This is an optimization exercise on Yosys and OpenROAD, whose aim is small area and few clock cycles per item, not a production implementation.
The RTL was checked by simulation tests, not by an equivalence proof against the original design.
Power figures rest on the tool's default switching activity, not on a simulated workload.

### flow/config.mk
export PLATFORM = sky130hd
export DESIGN_NAME = line_edit_receive_buffer
export DESIGN_NICKNAME = line_edit_receive_buffer
export VERILOG_FILES = /design/flow/design.v
export SDC_FILE = /design/flow/constraint.sdc
export NUM_CORES = 4
export LEC_CHECK = 0
export CAP_MARGIN = 10
export CORE_MARGIN = 2
export CORE_UTILIZATION = 40
export CTS_BUF_LIST = sky130_fd_sc_hd__clkbuf_16
export CTS_CLUSTER_DIAMETER = 90
export CTS_CLUSTER_SIZE = 28
export SLEW_MARGIN = 10
export SYNTH_HIERARCHICAL = 1
export SYNTH_MINIMUM_KEEP_SIZE = 40
### flow/constraint.sdc
create_clock -name core_clock -period 4.5 [get_ports {i_clk}]
set_input_delay 0.9000 -clock core_clock [delete_from_list [all_inputs] [get_ports {i_clk}]]
set_output_delay 0.9000 -clock core_clock [all_outputs]
set_load 0.01 [all_outputs]
### flow/design.v
`default_nettype none
module lerb_slot_next (
    input  wire logic [7:0] i_q,
    input  wire logic       i_wr,
    input  wire logic       i_sel_n,
    input  wire logic [7:0] i_x,
    output logic [7:0]      o_d
);
    assign o_d = ~((i_q | {8{i_wr}}) & ({8{i_sel_n}} | i_x));
endmodule
module lerb_read_col (
    input  wire logic [62:0] i_q,
    input  wire logic [62:0] i_sel_n,
    output logic             o_bit
);
    assign o_bit = &(i_q | i_sel_n);
endmodule
`default_nettype wire
`default_nettype none
module line_edit_receive_buffer (
    input  wire logic       i_clk,
    input  wire logic       i_rst_n,
    input  wire logic       i_valid,
    output logic            o_ready,
    input  wire logic       i_action,
    input  wire logic [7:0] i_rx_byte,
    output logic            o_valid,
    input  wire logic       i_ready,
    output logic [1:0]      o_kind,
    output logic [7:0]      o_out_byte,
    output logic            o_last,
    output logic [6:0]      o_line_count
);
    localparam logic [1:0] KIND_ECHO      = 2'd0;
    localparam logic [1:0] KIND_LINE      = 2'd1;
    localparam logic [1:0] KIND_EMPTY     = 2'd2;
    localparam logic [1:0] KIND_NOT_READY = 2'd3;
    logic       r_valid;
    logic       r_act;
    logic [7:0] r_byte;
    logic [6:0] r_fill;      
    logic       r_line;      
    logic       r_erase2;    
    logic [6:0] r_ptr;       
    logic [7:0] r_rd;        
    logic        r_phase;
    logic [7:0]  r_mem [1:63];
    logic [7:0]  mem_d [1:63];
    logic [63:1] sel_n;      
    logic [63:1] wr_sel;     
    logic [7:0]  wr_x;
    logic        wr_en;
    logic [7:0]  rd_q;
    logic       is_term, is_erase, is_plain;
    logic       empty, full, drain, pos_last, erase1;
    logic       take, done;
    logic [6:0] fill_inc, ptr_inc, fill_nxt;
    assign is_term  = !r_act && (r_byte == 8'h0D || r_byte == 8'h0A);
    assign is_erase = !r_act && (r_byte == 8'h08 || r_byte == 8'h7F);
    assign is_plain = !r_act && !is_term && !is_erase;
    assign empty    = (r_fill == 7'd0);
    assign full     = r_fill[6];
    assign drain    = r_act && r_line && !empty;
    assign pos_last = (r_ptr == r_fill);
    assign erase1   = is_erase && !r_erase2 && !empty;
    assign fill_inc = r_fill + 7'd1;
    assign ptr_inc  = r_ptr + 7'd1;
    always_comb begin
        o_valid      = r_valid;
        o_kind       = KIND_ECHO;
        o_out_byte   = r_byte;
        o_last       = 1'b1;
        o_line_count = 7'd0;
        if (r_act) begin
            o_out_byte = 8'h00;
            if (!r_line) begin
                o_kind = KIND_NOT_READY;
            end else if (empty) begin
                o_kind = KIND_EMPTY;
            end else begin
                o_kind       = KIND_LINE;
                o_out_byte   = r_rd;
                o_last       = pos_last;
                o_line_count = r_ptr;
            end
        end else if (is_erase && !r_erase2) begin
            o_out_byte = 8'h7F;
            o_last     = empty;
        end
    end
    assign take    = r_valid && i_ready;
    assign done    = take && o_last;
    assign o_ready = !r_valid || done;
    assign wr_en = is_plain && !full;
    assign wr_x  = r_act ? 8'hFF : (r_byte ^ {8{r_phase}});
    always_comb begin
        for (int i = 1; i < 64; i++) begin
            sel_n[i]  = !(r_ptr[5:0] == 6'(i));
            wr_sel[i] = is_plain && (r_ptr[5:0] == 6'(i));
        end
    end
    for (genvar i = 1; i < 64; i++) begin : g_slot
        lerb_slot_next u_next (
            .i_q     (r_mem[i]),
            .i_wr    (wr_sel[i]),
            .i_sel_n (sel_n[i]),
            .i_x     (wr_x),
            .o_d     (mem_d[i])
        );
    end
    for (genvar b = 0; b < 8; b++) begin : g_col
        logic [63:1] col;
        for (genvar i = 1; i < 64; i++) begin : g_bit
            assign col[i] = r_mem[i][b];
        end
        lerb_read_col u_read (
            .i_q     (col),
            .i_sel_n (sel_n),
            .o_bit   (rd_q[b])
        );
    end
    always_ff @(posedge i_clk) begin
        if (!i_rst_n) begin
            r_phase <= 1'b0;
        end else begin
            r_phase <= !r_phase;
        end
    end
    always_ff @(posedge i_clk) begin
        for (int i = 1; i < 64; i++) begin
            r_mem[i] <= mem_d[i];
        end
    end
    always_ff @(posedge i_clk) begin
        if (empty && is_plain) begin
            r_rd <= r_byte;
        end else if (take && drain && !pos_last) begin
            r_rd <= rd_q ^ {8{r_phase}};
        end
    end
    always_ff @(posedge i_clk) begin
        if (o_ready) begin
            r_act  <= i_action;
            r_byte <= i_rx_byte;
        end
    end
    always_comb begin
        fill_nxt = r_fill;
        if (take) begin
            if (wr_en) begin
                fill_nxt = fill_inc;
            end
            if (erase1) begin
                fill_nxt = r_fill - 7'd1;
            end
            if (r_act && r_line && (empty || pos_last)) begin
                fill_nxt = 7'd0;
            end
        end
    end
    always_ff @(posedge i_clk) begin
        if (!i_rst_n) begin
            r_valid  <= 1'b0;
            r_fill   <= 7'd0;
            r_line   <= 1'b0;
            r_erase2 <= 1'b0;
            r_ptr    <= 7'd0;
        end else begin
            r_fill <= fill_nxt;
            if (o_ready) begin
                r_valid <= i_valid;
                r_ptr   <= (i_valid && i_action) ? 7'd1 : fill_nxt;
            end else if (take && drain) begin
                r_ptr   <= ptr_inc;
            end
            if (take) begin
                if (is_term) begin
                    r_line <= 1'b1;
                end
                if (erase1) begin
                    r_erase2 <= 1'b1;
                end
                if (done) begin
                    r_erase2 <= 1'b0;
                end
                if (r_act && r_line && (empty || pos_last)) begin
                    r_line <= 1'b0;
                end
            end
        end
    end
endmodule
`default_nettype wire
### flow/standard.sh
#!/bin/bash
# synth_recipe.tcl (not shown) runs the flow's synth.tcl, then flattens the netlist and writes it again
# the make line also repeats each setting of config.mk as NAME=value (left out here)
make -C /OpenROAD-flow-scripts/flow DESIGN_CONFIG=/design/flow/config.mk WORK_HOME=/design/flow/orfs CLKGATE_MAP_FILE= SYNTH_SCRIPT=/design/flow/synth_recipe.tcl "${@:-finish}"
### flow/flow/run.sh
#!/bin/bash
# The standard layout (standard.sh: the standard flow's synthesis, floorplan, placement,
# CTS, routing), with two changes to how it builds the layout:
#  - port buffers are the smallest buffer, sky130_fd_sc_hd__buf_1, which the
#    resizer may still upsize;
#  - clock tree synthesis uses clkbuf_16 leaf clusters of up to 28 sinks and
#    no dummy loads.
# Every tool's full output stays in orfs/logs; make's own output goes to
# make_standard.log here.
set -euo pipefail
export BUFFER_PORTS_ARGS="-buffer_cell sky130_fd_sc_hd__buf_1"
export CTS_ARGS="-sink_clustering_enable -repair_clock_nets -dont_use_dummy_load -sink_clustering_size 28 -sink_clustering_max_diameter 90 -buf_list sky130_fd_sc_hd__clkbuf_16"
bash standard.sh > make_standard.log 2>&1
==> impl_metrics.yaml, run 1 <==
detailed_routing:
  drt_pass1_iterations: 17
  drt-initial-drc-count: 1601
  wire_per_inst_um: 22.6
  vias: 16000
  postRouteAntennaNets: 0
  drc: 0
  vias_per_cell: 6.37
  drt-total-wl_mm: 56.9
global_routing:
  gr-total-overflow: 0
  grt_use_total_pct: 22.1
  grt_pass1_wl_mm: 86.6
  grt_pass1_vias: 14800
  grt_max_degree: 57
  antenna_found_initial: 0
cells_and_area:
  area.growth.synth_to_final_pct: 6.61
  fill_cells: 4514
  ff_latch_area_um2: 11000
  drive_gt1_share_pct: 3.97
  multi_input_area_um2: 7580
  antenna_cells: 0
  nNetsFinal: 1935
  fin_util_pct: 43.3
placement:
  routabilityCongestion: 0.878
  dp_slack_ns: 0.968
  place.port_buffers: 32
  hpwl_mm: 37.3
cts:
  ctsHoldBuffers: 0
  cts_setup_buffers: 0
  cts_root_buffer: "clkbuf_16"
  clkTransAtPathRegs_ns: 0.10
  cts_sinks: 539
  clock_path_buffers: 3
  clk_latency_ns: 0.58
  numCtsBuffers: 25
  cts_tree: "built"
  cts_max_level: 1
  cts_resized: 0
die:
  die_y_um: 222
  start_util_pct: 40.6
  ioPinCount: 33
  core-area_um2: 46700
  die_w_um: 222
  dieArea_um2: 49100
  num_rows: 79
sta:
  slew_headroom_pct: 29.6
  hold_viol_final: 0
  rsz0062_at_grt: "no"
  min_period_ns: 4.16
  finClkSkew_ns: 0.0624
  timing.final.crit_share_pct: 92.4
  fmax_mhz: 241
  tightest_slew_ns: 1.06
  drv_slew: 0
  finalSetupViolCount: 0
  finalSetupTns_ns: 0
  post-route-worst-setup-slack_ns: 0.344
logic_synthesis:
  synth_area_um2: 19000
  synthCells: 1945
  ys_seq_area_share_pct: 57.8
  synth_area_leader_cell: "dfxtp_1"
  async_flop_share_pct: 0
  yosysTopAreaCellShare_pct: 55.1
  yosys-top-cells-area: "dfxtp_1 55%, o22ai_1 25%, nor2_1 3.9%"
  yosysUniqueCellTypes: 60
  ys_warn_count: 10
  yosys-top-cells-count: "757 x o22ai_1, 522 x dfxtp_1, 199 x nor2_1, 94 x clkbuf_1, 88 x nand2_1"
  synth-main-ff-cell: "dfxtp_1"
  syn_avg_cell_area_um2: 9.74
  ys_ff_latch: 539
  yosysMostFrequentCell: "o22ai_1"
  synth_edf_count: 17
  synth_fp_nets: 1965
critical_path:
  cpMaxStageDelayCell: "edfxtp_1"
  cp_slowest_stage_delay_ns: 0.50
  arrival_ns: 3.26
  crit_path_end_kind: "output pin"
  criticalPathCategory: "reg2out"
  start_kind: "flop"
  cp_max_fo: 11
  cp_num_buf_inv: 3
  path_delay_family: "simple AND/OR/NAND/NOR gates"
  worstPathRequired_ns: 3.60
  crit_chain: "or3_4 -> or4_4 -> a21oi_1 -> buf_4 -> nor2b_1 -> a21boi_1 -> inv_1 -> buf_1"
power_and_ir_drop:
  p_leak_nw: 6.93
  totalPowerFinal_mw: 7.89
  irDropWorstVdd_mv: 0.247
  power_density_nw_per_um2: 390
worst_hold_path:
  hp-class: "reg2reg"
status:
  status: "timing/DRC/antenna clean"
flow_run:
  cap_viol_max_count: 0
==> layout by cell type, fill, tap and decap left out, types with 8 or more instances in the layout <==
master and n:
o21ai_0 14, and2_1 21, buf_1 32, nand2b_2 8, xnor2_1 18, nand3_1 17
nor2b_1 12, nor2_2 8, a21oi_1 19, nor2_1 199, nand4_1 27, clkbuf_16 25
nor4_1 12, edfxtp_1 17, and3_1 8, dfxtp_1 522, inv_1 8, nor3_1 8
buf_4 15, nor4_2 8, o22ai_1 757, nand2_1 88
==> worst register-to-register path, stage by stage, from the launching register on <==
cell     delay (ns)
dfxtp_1        0.53
inv_1          0.15
ha_1           0.30
and3_1         0.34
nand2_1        0.50
o22ai_1        0.22
nor4_1         0.43
nand3_1        0.28
nor4_2         0.37
xor2_1         0.11
nor2_1         0.12
a21oi_1        0.05
==> flip-flops by register name (all words and copies together), names as in the netlist <==
| name | flops |
|---|---|
| r_act | 1 |
| r_byte | 8 |
| r_valid | 1 |
| r_ptr | 7 |
| r_erase2 | 1 |
| r_mem | 504 |
| r_phase | 1 |
| r_rd | 8 |
| r_line | 1 |
| r_fill | 7 |
==> where the power goes <==
part / leakage (nW) / switching (mW) / internal (mW)
sequential: 4.57 / 0.0675 / 4.90
clock: 0.308 / 1.46 / 0.996
combinational: 2.05 / 0.350 / 0.119
total: 6.93 / 1.88 / 6.01
==> cell families (layout without fill, tap and decap cells) <==
logic type / Yosys count / in the layout / synth area share (%)
mux: 3 / 3 / 0.165
simple gates: 434 / 434 / 10.7
fa+ha+maj: 7 / 7 / 0.462
compound gates: 824 / 824 / 27.4
flops: 539 / 539 / 57.8
xor+xnor: 25 / 25 / 1.16
buf+inv: 113 / 81 / 2.30
==> Yosys stat by module, one instance, submodules excluded <==
module / times used / cells inside / area (um^2) / flops+latches
lerb_read_col: 8 / 52 / 295 / 0
line_edit_receive_buffer: 1 / 1529 / 16600 / 539
==> per-layer routing <==
metal / vias to the layer above / track usage, % / part of all wire, %
met5: - / 0 / 0
met4: 0 / 7.89 / 3.3
met3: 91 / 3.53 / 6.0
met2: 550 / 34.0 / 44
met1: 7836 / 31.4 / 46
li1: 7567 / - / -
==> final cells by class <==
type | instances | share of cell area [%]
flip-flops and latches | 539 | 54.2
multi-input cells | 1293 | 37.5
well taps | 607 | 3.76
clock buffers | 25 | 3.10
repair buffers | 48 | 1.25
inverters | 8 | 0.149
==> through the flow <==
stage | cells | area [um^2] | hold slack (ns)
after floorplan | 1945 | 19000 | 0.412
after global placement | 2495 | 19600 | 0.418
after detailed placement | 2495 | 19600 | 0.428
after CTS | 2520 | 20200 | 0.440
after global routing | 2520 | 20200 | 0.446
final | 2520 | 20200 | 0.440
==> worst paths after layout <==
path	start	to	slack (ns)	cells past startpoint
setup reg to reg	r_ptr[0]	r_rd[7]	0.86	11
setup / recovery	r_byte[4]	o_ready	0.34	8
hold reg to reg	r_mem[55][2]	r_mem[55][2]	0.44	1
hold / removal	r_mem[55][2]	r_mem[55][2]	0.44	1
Testbench counts, summed over its fixed seeds: cycles 36,371, items 20,000.
==> run 2, diff against run 1 <==
--- a/flow/config.mk
+++ b/flow/config.mk
@@ -7,7 +7,7 @@
 export LEC_CHECK = 0
 export CAP_MARGIN = 10
 export CORE_MARGIN = 2
-export CORE_UTILIZATION = 40
+export CORE_UTILIZATION = 55
 export CTS_BUF_LIST = sky130_fd_sc_hd__clkbuf_16
 export CTS_CLUSTER_DIAMETER = 90
 export CTS_CLUSTER_SIZE = 28
==> run 2 against run 1 <==
Still clean on timing, DRC and antenna. Clock skew is 0.023 ns lower. Area after synthesis is the same. Global-route usage grew 8.3 points. Design area is 0.79% lower. Sequential share of layout area grew 0.43 points. Register-to-register slack improved by 0.22 ns. Synthesized cell count unchanged. Largest power group unchanged.
==> impl_metrics.yaml, run 2 <==
global_routing:
  met3_usage_pct: 4.50
  grt_use_total_pct: 30.4
  antenna_found_initial: 0
  met2_usage_pct: 47.9
  grt_pass1_wl_mm: 86.0
  met1_usage_pct: 42.9
  gr-total-overflow: 0
  grt_max_degree: 64
  grt_pass1_vias: 14800
  top_usage_layer: "met2"
detailed_routing:
  drt_pass1_iterations: 5
  drt-total-wl_mm: 56.2
  vias_per_cell: 6.81
  vias: 16100
  postRouteAntennaNets: 0
  drt-initial-drc-count: 1434
  wire_per_inst_um: 23.7
  drc: 0
logic_synthesis:
  synth_top_family_by_area: "compound AO/OA/AOI/OAI gates"
  async_flop_share_pct: 0
  yosysTopAreaCellShare_pct: 55.1
  synth-main-ff-cell: "dfxtp_1"
  yosys.area_share.xor_xnor_pct: 1.16
  yosys-top-cells-area: "dfxtp_1 55%, o22ai_1 25%, nor2_1 3.9%"
  synthCells: 1945
  synth_area_leader_cell: "dfxtp_1"
  synth_edf_count: 17
  synth_compound_area_share_pct: 27.4
  synth_fp_nets: 1965
  synthSimpleGateAreaFrac_pct: 10.7
  ys_seq_area_share_pct: 57.8
  syn_avg_cell_area_um2: 9.74
  ys_ff_latch: 539
  yosys-top-cells-count: "757 x o22ai_1, 522 x dfxtp_1, 199 x nor2_1, 94 x clkbuf_1, 88 x nand2_1"
  synth_adder_area_share_pct: 0.462
  yosysUniqueCellTypes: 60
  ys_warn_count: 10
  synthMuxAreaShare_pct: 0.165
  synth_area_um2: 19000
  yosysMostFrequentCell: "o22ai_1"
cts:
  cts_root_buffer: "clkbuf_16"
  clkTransAtPathRegs_ns: 0.10
  cts_setup_buffers: 0
  cts_tree: "built"
  clk_latency_ns: 0.57
  ctsHoldBuffers: 0
  cts_max_level: 1
  cts_sinks: 539
  numCtsBuffers: 23
  clock_path_buffers: 3
  cts_resized: 0
cells_and_area:
  largest_reg_flops: 504
  largest-register: "r_mem"
  final_cell_mix: "757 x o22ai_1, 522 x dfxtp_1, 199 x nor2_1"
  fill_cells: 2999
  reg.largest.list: "r_mem x504, r_byte x8, r_rd x8"
  layout_commonest_cell: "o22ai_1"
  nNetsFinal: 1941
  area.growth.synth_to_final_pct: 5.78
  drive_gt1_share_pct: 4.27
sta:
  hold_viol_final: 0
  rsz0062_at_grt: "no"
  finClkSkew_ns: 0.0389
  tightest_slew_ns: 1.13
  fmax_mhz: 238
  finalSetupTns_ns: 0
  timing.final.crit_share_pct: 93.3
  hold-worst-slack_ns: 0.439
  slew_headroom_pct: 24.3
  drv_slew: 0
  min_period_ns: 4.20
  finalSetupViolCount: 0
die:
  ioPinCount: 33
  dieArea_um2: 36000
  die_y_um: 190
  num_rows: 67
  core-area_um2: 33700
  die_w_um: 190
  start_util_pct: 56.2
power_and_ir_drop:
  power_density_nw_per_um2: 388
  irDropWorstVdd_mv: 0.354
  p_leak_nw: 6.97
critical_path:
  crit_chain: "or3_4 -> or4_4 -> a21oi_1 -> buf_4 -> nor2b_1 -> a21boi_1 -> inv_1 -> buf_1"
  rr_startpoint: "r_ptr[0]"
  path_delay_family: "simple AND/OR/NAND/NOR gates"
  cp_num_buf_inv: 3
  criticalPathCategory: "reg2out"
  crit_path_end_kind: "output pin"
  critPathLaunch: "r_byte[4]"
  cp_slowest_stage_delay_ns: 0.51
  cpMaxStageDelayCell: "or4_4"
  start_kind: "flop"
  worstPathRequired_ns: 3.60
  arrival_ns: 3.30
  cp_max_fo: 11
flow_run:
  cap_viol_max_count: 0
placement:
  routabilityCongestion: 0.907
  hpwl_mm: 36.3
  place.port_buffers: 32
status:
  status: "timing/DRC/antenna clean"
worst_hold_path:
  worstHoldStart: "r_mem[59][4]"
  hp-class: "reg2reg"
## run 2: path summary, 6_finish.rpt
check            endpoint  slack, ns  depth (start not counted)
max               o_ready       0.30                          8
min          r_mem[59][4]       0.44                          1
max reg2reg       r_rd[3]       1.08                         11
min reg2reg  r_mem[59][4]       0.44                          1
## run 2: cell type report
class	count	area [um^2]	area share [%]
antenna	1	2.50	0.0125
clock buffer	23	576	2.87
inverter	8	30.0	0.150
multi-input combinational	1293	7620	38.0
sequential	539	11000	54.7
tap	448	561	2.80
timing repair buffer	56	300	1.50
## run 2: cell families after synthesis
logic type / count (synthesis)
DFF: 539
AOI/OAI and AO/OA: 824
adders and majority gates: 7
buffers and inverters: 113
xor gates and xnor gates: 25
muxes: 3
and+or+nand+nor: 434
## run 2: stage by stage
stage	power [mW]	std cells	setup WS, ns	area, um^2	utilization (%)
2_1_floorplan	5.35	1945	1.52	19000	-
3_3_place_gp	5.52	2344	1.03	19500	57.8
3_5_place_dp	5.53	2344	0.931	19500	57.8
4_1_cts	7.80	2367	0.330	20000	59.5
5_1_grt	8.00	2367	0.140	20000	59.5
6_report	7.77	2368	0.301	20000	59.5
## run 2: where the power goes
part | internal, mW | switching, mW | leakage (nW)
registers | 4.90 | 0.0749 | 4.57
clock network | 0.922 | 1.42 | 0.283
logic | 0.113 | 0.343 | 2.12
## run 2: modules after synthesis, one instance, submodules excluded
module / cells inside / cell area [um^2] / flip-flops and latches
lerb_read_col: 52 / 295 / 0
line_edit_receive_buffer: 1529 / 16600 / 539
## run 2: per-layer routing
metal  vias to the layer above  wire length (um)
met4                         0              2000
met5                         -                 0
li1                       7575                 -
met1                      7893             25500
met2                       562             25200
met3                       102              3530
==> run 3, diff against run 2 <==
==> flow/flow/run.sh (replaced) <==
#!/bin/bash
# The standard layout (standard.sh: the standard flow's synthesis, floorplan, placement,
# CTS, routing), with two changes to how it builds the layout:
#  - port buffers are the smallest buffer, sky130_fd_sc_hd__buf_1, which the
#    resizer may still upsize;
#  - clock tree synthesis uses clkbuf_16 leaf clusters of up to 30 sinks and
#    no dummy loads.
# Every tool's full output stays in orfs/logs; make's own output goes to
# make_standard.log here.
set -euo pipefail
export BUFFER_PORTS_ARGS="-buffer_cell sky130_fd_sc_hd__buf_1"
export CTS_ARGS="-sink_clustering_enable -repair_clock_nets -dont_use_dummy_load -sink_clustering_size 30 -sink_clustering_max_diameter 100 -buf_list sky130_fd_sc_hd__clkbuf_16"
bash standard.sh > make_standard.log 2>&1
==> flow/config.mk (replaced) <==
export PLATFORM = sky130hd
export DESIGN_NAME = line_edit_receive_buffer
export DESIGN_NICKNAME = line_edit_receive_buffer
export VERILOG_FILES = /design/flow/design.v
export SDC_FILE = /design/flow/constraint.sdc
export NUM_CORES = 4
export LEC_CHECK = 0
export CAP_MARGIN = 0
export CORE_MARGIN = 2
export CORE_UTILIZATION = 40
export CTS_BUF_LIST = sky130_fd_sc_hd__clkbuf_16
export CTS_CLUSTER_DIAMETER = 100
export CTS_CLUSTER_SIZE = 30
export SLEW_MARGIN = 0
export SYNTH_HIERARCHICAL = 1
export SYNTH_MINIMUM_KEEP_SIZE = 40
==> run 3 against run 2 <==
Die area grew 37%. Clock skew grew 0.042 ns. Combinational power grew 3%. Setup slack gained 0.037 ns. Synthesized cell count is the same. Maximum frequency grew 0.89%. Clock power is essentially flat. Sequential share of layout area shrank 0.23 points. Via count shrank 0.69%. Register-to-register slack lost 0.16 ns. Critical path type unchanged. Critical endpoint unchanged.
==> impl_metrics.yaml, run 3 <==
logic_synthesis:
  yosys-top-cells-area: "dfxtp_1 55%, o22ai_1 25%, nor2_1 3.9%"
  ys_warn_count: 10
  synth_fp_nets: 1965
  ys_seq_area_share_pct: 57.8
  synth_area_leader_cell: "dfxtp_1"
  async_flop_share_pct: 0
  synthCells: 1945
  synth_area_um2: 19000
  yosysMostFrequentCell: "o22ai_1"
  syn_avg_cell_area_um2: 9.74
  yosysTopAreaCellShare_pct: 55.1
  synth_edf_count: 17
  ys_ff_latch: 539
  yosysUniqueCellTypes: 60
  synth-main-ff-cell: "dfxtp_1"
  yosys-top-cells-count: "757 x o22ai_1, 522 x dfxtp_1, 199 x nor2_1, 94 x clkbuf_1, 88 x nand2_1"
worst_hold_path:
  worstHoldStart: "r_mem[55][2]"
  hp-class: "reg2reg"
  min_to: "r_mem[55][2]"
  hold_path_depth: 1
cts:
  cts_resized: 0
  cts_setup_buffers: 0
  clkTransAtPathRegs_ns: 0.12
  numCtsBuffers: 22
  cts_max_level: 1
  cts_root_buffer: "clkbuf_16"
  cts_tree: "built"
  ctsHoldBuffers: 0
  cts_sinks: 539
  clock_path_buffers: 3
  clk_latency_ns: 0.58
cells_and_area:
  drive_gt1_share_pct: 3.82
  area.growth.synth_to_final_pct: 6.22
  nNetsFinal: 1932
  ff_latch_area_um2: 11000
  largest-register: "r_mem"
  fill_cells: 4532
  final_cell_mix: "757 x o22ai_1, 522 x dfxtp_1, 199 x nor2_1"
  layout_commonest_cell: "o22ai_1"
  final_area_um2: 20100
  reg.largest.list: "r_mem x504, r_byte x8, r_rd x8"
  antenna_cells: 0
  multi_input_area_um2: 7580
  fin_util_pct: 43.2
  largest_reg_flops: 504
placement:
  placed_cell_area_um2: 19600
  dp_slack_ns: 0.968
  place.port_buffers: 32
  routabilityCongestion: 0.878
  hpwl_mm: 37.3
die:
  dieArea_um2: 49100
  core-area_um2: 46700
  die_y_um: 222
  die_w_um: 222
  ioPinCount: 33
  start_util_pct: 40.6
  num_rows: 79
critical_path:
  criticalPathCategory: "reg2out"
  rr_startpoint: "r_ptr[0]"
  r2r_cells: 11
  crit_chain: "or3_4 -> or4_4 -> a21oi_1 -> buf_4 -> nor2b_1 -> a21boi_1 -> inv_1 -> buf_1"
  arrival_ns: 3.26
  cpMaxStageDelayCell: "or4_4"
  cp_max_fo: 11
  r2r_end: "r_rd[7]"
  worstPathRequired_ns: 3.60
  ff2ff_setup_slack_ns: 0.92
  cp_slowest_stage_delay_ns: 0.50
  start_kind: "flop"
  crit_path_end_kind: "output pin"
detailed_routing:
  drt-initial-drc-count: 1575
  drc: 0
  vias: 16000
  vias_per_cell: 6.37
  postRouteAntennaNets: 0
  wire_per_inst_um: 22.6
  drt-total-wl_mm: 56.8
  drt_pass1_iterations: 16
power_and_ir_drop:
  p_int_mw: 5.90
  p_sw_mw: 1.85
  p_leak_nw: 6.89
  power_frac_comb_pct: 6.0
  pwr-share-seq_pct: 64.0
  irDropWorstVdd_mv: 0.217
  p_clk_share_pct: 29.9
  power_density_nw_per_um2: 385
  p_sw_share_pct: 23.9
flow_run:
  cap_viol_max_count: 0
sta:
  min_period_ns: 4.16
  timing.final.crit_share_pct: 92.5
  hold-worst-slack_ns: 0.432
  post-route-worst-setup-slack_ns: 0.338
  finClkSkew_ns: 0.0811
  tightest_slew_ns: 1.06
  drv_slew: 0
  fmax_mhz: 240
  rsz0062_at_grt: "no"
  finalSetupTns_ns: 0
  slew_headroom_pct: 29.1
  finalSetupViolCount: 0
  hold_viol_final: 0
status:
  status: "timing/DRC/antenna clean"
global_routing:
  grt_pass1_wl_mm: 86.4
  antenna_found_initial: 0
  grt_pass1_vias: 14700
  grt_use_total_pct: 22.1
  grt_max_degree: 57
  gr-total-overflow: 0
==> run 3: final cells by class <==
type                            instances  area share, %
Tap cell                              607           3.77
Timing Repair Buffer                   48           1.26
Multi-Input combinational cell       1293           37.6
Clock buffer                           22           2.73
Sequential cell                       539           54.4
Inverter                                8          0.149
==> run 3: Yosys stat by module (local to each module, per instance) <==
module	times used	cells inside
line_edit_receive_buffer	1	1529
lerb_read_col	8	52
==> run 3: routing by layer <==
layer	GRT usage, %	share of wire, %	vias to the layer above
met5	0	0	-
met1	31.4	46	7821
li1	-	-	7559
met4	7.15	2.9	0
met3	3.53	6.5	84
met2	34.2	44	557
==> run 3: critical path, delay by kind of cell, from the launching register on <==
kind / cells / cell delay (ns)
flip-flops: 1 / 0.49
buffers and inverters: 3 / 0.69
AND/OR/NAND/NOR: 3 / 1.00
AO/OA/AOI/OAI: 2 / 0.49
==> run 3: cells by family after synthesis <==
logic type      synth area share, %
xor+xnor                       1.16
fa+ha+maj                     0.462
simple gates                   10.7
flops                          57.8
buf+inv                        2.30
compound gates                 27.4
mux                           0.165
==> run 3: how the worst max path moves through the flow <==
stage	from	end	slack [ns]	depth (start not counted)
6_report	r_byte[5]	o_ready	0.34	8
4_1_cts	r_byte[4]	o_ready	0.31	8
3_5_place_dp	r_byte[4]	o_ready	0.97	8
2_1_floorplan	r_byte[5]	o_ready	1.52	6
3_3_place_gp	r_byte[5]	o_ready	1.01	8
5_1_grt	r_byte[4]	o_ready	0.14	8
==> run 3: stage by stage <==
stage / power [mW] / cells
floorplan: 5.35 / 1945
global placement: 5.52 / 2495
detailed placement: 5.53 / 2495
CTS: 7.81 / 2517
global route: 8.01 / 2517
finish: 7.76 / 2517
==> run 3: power by group through the flow <==
stage	Combinational (mW)	Sequential [mW]	Clock (mW)
floorplan	0.302	5.05	0
global placement	0.451	5.07	0
detailed placement	0.460	5.07	0
CTS	0.461	4.97	2.38
global route	0.494	4.98	2.53
finish	0.468	4.97	2.32
==> run 4, diff against run 3 <==
--- a/flow/config.mk
+++ b/flow/config.mk
@@ -5,12 +5,12 @@
 export SDC_FILE = /design/flow/constraint.sdc
 export NUM_CORES = 4
 export LEC_CHECK = 0
-export CAP_MARGIN = 0
+export CAP_MARGIN = 10
 export CORE_MARGIN = 2
 export CORE_UTILIZATION = 40
 export CTS_BUF_LIST = sky130_fd_sc_hd__clkbuf_16
 export CTS_CLUSTER_DIAMETER = 100
 export CTS_CLUSTER_SIZE = 30
-export SLEW_MARGIN = 0
+export SLEW_MARGIN = 10
 export SYNTH_HIERARCHICAL = 1
 export SYNTH_MINIMUM_KEEP_SIZE = 40
==> run 4 against run 3 <==
Critical path depth stayed put. Via count stayed put. First-iteration DRC count stayed put. Die area stayed put. Register-to-register slack hardly changed. Final cell count stayed put. Worst hold slack stayed put. Largest cell class unchanged. Critical endpoint unchanged. Clock power hardly changed. Design area stayed put. Maximum frequency stayed put.
==> impl_metrics.yaml, run 4 <==
status:
  status: "timing/DRC/antenna clean"
die:
  die_y_um: 222
  ioPinCount: 33
  start_util_pct: 40.6
  dieArea_um2: 49100
  core-area_um2: 46700
  num_rows: 79
  die_w_um: 222
placement:
  routabilityCongestion: 0.878
  post-place-cells: 2495
  place.port_buffers: 32
  hpwl_mm: 37.3
power_and_ir_drop:
  p_int_mw: 5.90
  power_frac_comb_pct: 6.0
  pwr-share-seq_pct: 64.0
  p_sw_share_pct: 23.9
  p_leak_nw: 6.89
  p_clk_share_pct: 29.9
  power_density_nw_per_um2: 385
  totalPowerFinal_mw: 7.76
  irDropWorstVdd_mv: 0.217
  p_sw_mw: 1.85
cells_and_area:
  drive_gt1_share_pct: 3.82
  fin_util_pct: 43.2
  nNetsFinal: 1932
  largest_reg_flops: 504
  final_cell_mix: "757 x o22ai_1, 522 x dfxtp_1, 199 x nor2_1"
  reg.largest.list: "r_mem x504, r_byte x8, r_rd x8"
  instances_no_fill: 2517
  layout_commonest_cell: "o22ai_1"
  largest-register: "r_mem"
  antenna_cells: 0
  area.growth.synth_to_final_pct: 6.22
critical_path:
  cpMaxStageDelayCell: "or4_4"
  start_kind: "flop"
  path_delay_family: "simple AND/OR/NAND/NOR gates"
  cp_slowest_stage_delay_ns: 0.50
  crit_chain: "or3_4 -> or4_4 -> a21oi_1 -> buf_4 -> nor2b_1 -> a21boi_1 -> inv_1 -> buf_1"
  cp_max_fo: 11
  criticalPathCategory: "reg2out"
  crit_path_end_kind: "output pin"
  cp_num_buf_inv: 3
  worstPathRequired_ns: 3.60
  arrival_ns: 3.26
sta:
  timing.final.crit_share_pct: 92.5
  finalSetupViolCount: 0
  tightest_slew_ns: 1.06
  finClkSkew_ns: 0.0811
  finalSetupTns_ns: 0
  slew_headroom_pct: 29.1
  drv_slew: 0
  rsz0062_at_grt: "no"
  min_period_ns: 4.16
  fmax_mhz: 240
  hold_viol_final: 0
logic_synthesis:
  synth_edf_count: 17
  synthCells: 1945
  ys_ff_latch: 539
  synth-main-ff-cell: "dfxtp_1"
  ys_seq_area_share_pct: 57.8
  async_flop_share_pct: 0
  yosysMostFrequentCell: "o22ai_1"
  syn_avg_cell_area_um2: 9.74
  synth_area_leader_cell: "dfxtp_1"
  yosysTopAreaCellShare_pct: 55.1
  yosys-top-cells-count: "757 x o22ai_1, 522 x dfxtp_1, 199 x nor2_1, 94 x clkbuf_1, 88 x nand2_1"
  yosysUniqueCellTypes: 60
  synth_fp_nets: 1965
  ys_warn_count: 10
  yosys-top-cells-area: "dfxtp_1 55%, o22ai_1 25%, nor2_1 3.9%"
  synth_area_um2: 19000
cts:
  clk_latency_ns: 0.58
  cts_setup_buffers: 0
  cts_sinks: 539
  cts_max_level: 1
  cts_resized: 0
  numCtsBuffers: 22
  ctsHoldBuffers: 0
  clock_path_buffers: 3
  cts_tree: "built"
  cts_root_buffer: "clkbuf_16"
  clkTransAtPathRegs_ns: 0.12
global_routing:
  grt_max_degree: 57
  grt_pass1_vias: 14700
  gr-total-overflow: 0
  grt_pass1_wl_mm: 86.4
  antenna_found_initial: 0
  grt_use_total_pct: 22.1
detailed_routing:
  drc: 0
  drt_pass1_iterations: 16
  vias_per_cell: 6.37
  wire_per_inst_um: 22.6
  vias: 16000
  drt-initial-drc-count: 1575
  postRouteAntennaNets: 0
  drt-total-wl_mm: 56.8
worst_hold_path:
  hp-class: "reg2reg"
flow_run:
  cap_viol_max_count: 0
-- run 4: metal layers --
metal  vias up  routed length, um  global-route usage, %
met1      7821              26200                   31.4
met3        84               3720                   3.53
met2       557              25200                   34.2
li1       7559                  -                      -
met4         0               1650                   7.15
met5         -                  0                      0
-- run 4: final cells by class --
type                    count  area [um^2]
fillers                  4532        26500
flip-flops and latches    539        11000
multi-input cells        1293         7580
well taps                 607          759
clock buffers              22          551
repair buffers             48          253
inverters                   8         30.0
-- run 4: power by group through the flow --
stage	sequential, mW	combinational, mW	clock (mW)
finish	4.97	0.468	2.32
global route	4.98	0.494	2.53
CTS	4.97	0.461	2.38
detailed placement	5.07	0.460	0
global placement	5.07	0.451	0
floorplan	5.05	0.302	0
-- run 4: kinds of logic after synthesis --
logic type               count (synthesis)  share of synthesized area [%]
XOR/XNOR                                25                           1.16
adder cells (fa/ha/maj)                  7                          0.462
multiplexers                             3                          0.165
AND/OR/NAND/NOR                        434                           10.7
flip-flops                             539                           57.8
AO/OA/AOI/OAI                          824                           27.4
buffers and inverters                  113                           2.30
-- run 4: path summary, 6_finish.rpt --
| path | slack, ns | cells after the start | end | from |
|---|---|---|---|---|
| worst min-delay path | 0.43 | 1 | r_mem[55][2] | r_mem[55][2] |
| worst max register to register | 0.92 | 11 | r_rd[7] | r_ptr[0] |
| worst min register to register | 0.43 | 1 | r_mem[55][2] | r_mem[55][2] |
| worst max-delay path | 0.34 | 8 | o_ready | r_byte[5] |
-- run 4: modules after synthesis, one instance, submodules excluded --
module	copies in the design	cells inside	flops+latches	area, um^2
lerb_read_col	8	52	0	295
line_edit_receive_buffer	1	1529	539	16600
-- run 4: stage by stage --
step / worst slack [ns] / instance area, um^2 / hold slack, ns
after global placement: 1.01 / 19600 / 0.418
after floorplan: 1.52 / 19000 / 0.412
after detailed placement: 0.968 / 19600 / 0.428
final: 0.338 / 20100 / 0.432
after global routing: 0.139 / 20100 / 0.450
after CTS: 0.312 / 20100 / 0.436

## what the ideal ports hide
How much do the figures lean on ideal ports? The routed layouts below were timed once more, with nothing changed but the port constraints.
Step 1 assumes that a clkbuf_16 drives the clock port and a buf_2 every other input.
Step 2 times the ports against the registers' clock, not the clock port: input delays grow and output delays shrink by t, the midpoint of the rising clock arrivals with the driver on.
Three values: no drivers, after step 1, after step 2; two values: the first two.
| run | t (ns) | setup slack, ns | worst register clock-pin slew, ns |
|---|---|---|---|
| run 1 | 0.607 | 0.344 / 0.289 / 0.858 | 0.11 / 0.11 |
| run 2 | 0.603 | 0.301 / 0.246 / 0.849 | 0.11 / 0.11 |
| run 3 | 0.599 | 0.338 / 0.282 / 0.881 | 0.12 / 0.12 |
| run 4 | 0.599 | 0.338 / 0.282 / 0.881 | 0.12 / 0.12 |
After both steps setup and hold are still met in every run listed.
